This is an optimization exercise on Yosys and OpenROAD, whose aim is small area, not a production implementation.
In this exercise RTL edits were held to simulation tests only and were not proved equivalent to the original.
Power and IR drop assume default switching activity.

==> flow/design.v (excerpt) <==
module rf_shell_top (
  input  logic        clk_i,
  input  logic        rst_ni,
  input  logic        test_en_i,
  input  logic        fetch_enable_i,
  input  logic        core_busy_i,
  input  logic        debug_req_i,
  input  logic [18:0] irq_i,
  input  logic [44:0] rf_wr_i,
  input  logic [4:0]  rf_raddr_a_i,
  input  logic [4:0]  rf_raddr_b_i,
  output logic [31:0] rf_rdata_a_o,
  output logic [31:0] rf_rdata_b_o,
  output logic        alert_minor_o,
  output logic        alert_major_o,
  output logic        core_sleep_o
);
  logic                    core_en;
  rf_shell_pkg::irq_t      irq;
  rf_shell_pkg::rf_wr_t    rf_wr;
  rf_shell_pkg::reg_data_t wdata_dec;
  logic                    wsingle, wdouble;
  logic [33:0]             entry_a, entry_b;
  assign irq   = rf_shell_pkg::irq_t'(irq_i);
  assign rf_wr = rf_shell_pkg::rf_wr_t'(rf_wr_i);
  sleep_ctrl u_sleep_ctrl (
    .clk_i          (clk_i),
    .rst_ni         (rst_ni),
    .test_en_i      (test_en_i),
    .fetch_enable_i (fetch_enable_i),
    .core_busy_i    (core_busy_i),
    .debug_req_i    (debug_req_i),
    .irq_i          (irq),
    .core_en_o      (core_en),
    .core_sleep_o   (core_sleep_o)
  );
  rf_ecc_check u_check_w (
    .rdata_i      (rf_wr.wdata),
    .rdata_o      (wdata_dec),
    .err_single_o (wsingle),
    .err_double_o (wdouble)
  );
  register_file_ff #(
    .EntryW (34)
  ) u_register_file (
    .clk_i     (clk_i),
    .rst_ni    (rst_ni),
    .we_i      (core_en & rf_wr.we),
    .waddr_i   (rf_wr.waddr),
    .wdata_i   ({wdouble, wsingle, wdata_dec}),
    .raddr_a_i (rf_raddr_a_i),
    .raddr_b_i (rf_raddr_b_i),
    .rdata_a_o (entry_a),
    .rdata_b_o (entry_b)
  );
  assign rf_rdata_a_o  = entry_a[31:0];
  assign rf_rdata_b_o  = entry_b[31:0];
  assign alert_minor_o = entry_a[32] | entry_b[32];
  assign alert_major_o = entry_a[33] | entry_b[33];
endmodule
For scale: about 3700 cells after synthesis, about 150 I/O pins, about 41000 µm² of cells after synthesis.
Settings: LEC_CHECK=0, CAP_MARGIN=20, CORE_MARGIN=2, CORE_UTILIZATION=50, SLEW_MARGIN=20, SYNTH_HIERARCHICAL=1; clock period 13.0 ns.
standard.sh (not shown) runs the stock make flow with config.mk's settings and CLKGATE_MAP_FILE= SYNTH_SCRIPT=/design/flow/synth_recipe.tcl, a recipe that flattens the netlist after the stock synthesis.
==> flow/flow/run.sh <==
#!/bin/bash
# Standard ORFS layout with two changes: port buffers use the smallest
# buffer, and clock tree synthesis builds small leaf clusters of clkbuf_8
# without dummy loads.
set -euo pipefail
export BUFFER_PORTS_ARGS="-buffer_cell sky130_fd_sc_hd__buf_1"
export CTS_ARGS="-sink_clustering_enable -repair_clock_nets -dont_use_dummy_load -buf_list sky130_fd_sc_hd__clkbuf_8 -sink_clustering_size 18 -sink_clustering_max_diameter 50"
bash standard.sh > standard.log 2>&1
The baseline completed with no timing, DRC or antenna violations.
Next try:
- CORE_UTILIZATION: 50 -> 60
Die area shrinks by about a fifth.
Worst setup slack is better by 0.51 ns.
Synthesized cell count is unchanged.
Total power shrinks slightly.
Worst hold slack gets better by 0.0064 ns.
Sequential power stays flat.
Routed wire length falls by a few percent.
Fmax increases by a few percent.

* * *

rf_shell_top, a different RTL version from the one above (not shown whole).
For scale: ~1100 flip-flops, about 150 I/O pins, ~41000 um^2 of cells after synthesis.
export LEC_CHECK = 0
export CAP_MARGIN = 20
export CORE_MARGIN = 2
export CORE_UTILIZATION = 65
export SLEW_MARGIN = 20
export SYNTH_HIERARCHICAL = 1
create_clock -name core_clock -period 13.0 [get_ports {clk_i}]
==> flow/flow/run.sh <==
#!/bin/bash
# Standard ORFS layout with three changes: cells are resized before placement
# (flow/presize.tcl: logic cells with few loads to their smallest size, the
# inverters that drive the register file's long lines up), port buffers use
# the smallest buffer, and clock tree synthesis builds clusters of clkbuf_16
# joined by clkbuf_8, without dummy loads.
set -euo pipefail
export BUFFER_PORTS_ARGS="-buffer_cell sky130_fd_sc_hd__buf_1"
export CTS_ARGS="-sink_clustering_enable -repair_clock_nets -dont_use_dummy_load -buf_list sky130_fd_sc_hd__clkbuf_8 -sink_clustering_buffer sky130_fd_sc_hd__clkbuf_16 -sink_clustering_size 28 -sink_clustering_max_diameter 100"
bash standard.sh floorplan > standard_floorplan.log 2>&1
ODB=$PWD/orfs/results/$FLOW_PLATFORM/rf_shell_top/base/2_floorplan.odb openroad -no_init -exit flow/presize.tcl > presize.log 2>&1
bash standard.sh > standard.log 2>&1
Other scripts of this flow, unchanged in this note and not shown: flow/flow/presize.tcl
Change:
- CORE_UTILIZATION: 65 -> 60
After rerunning:
- The changed run went through all stages and came out clean
- fmax rises slightly
- power rises slightly
- routed wire length rises by a few percent
- via count barely changes
- clock-buffer cell count falls by 1
- final cell count rises slightly
- clock skew falls by 0.017 ns
- register-to-register slack loses 0.13 ns
- design area barely changes
- sequential cell count is unchanged
- combinational power hardly moves

[afterwards: timing with drivers on the ports]
The results above use ideal ports. As a check the final layouts listed here were re-extracted and re-timed, cells and wires unchanged. Step 1: set_driving_cell puts a clkbuf_16 on clk_i and a buf_2 on each other input, an assumption about the parent block. Step 2, shift: input delay + t, output delay - t, t = (earliest + latest rising clock arrival at the registers) / 2. This alone moves slack from input paths to output paths. Three values: ideal, step 1, step 2; two values: the first two.
run	t (ns)	setup WS [ns]	slew at the worst register clock pin (ns)
the first run of note 1	0.843	3.373 / 3.333 / 3.333	0.12 / 0.12
the second run of note 1	0.784	3.884 / 3.849 / 3.849	0.11 / 0.11
the first run of note 2	0.814	3.189 / 3.146 / 3.146	0.11 / 0.11
the second run of note 2	0.839	3.312 / 3.286 / 3.286	0.12 / 0.12
After both steps every run listed still meets setup and hold. For the first run of note 2, which loses most, drivers alone change the setup slack by -0.043 ns; drivers and shift together by -0.043 ns.
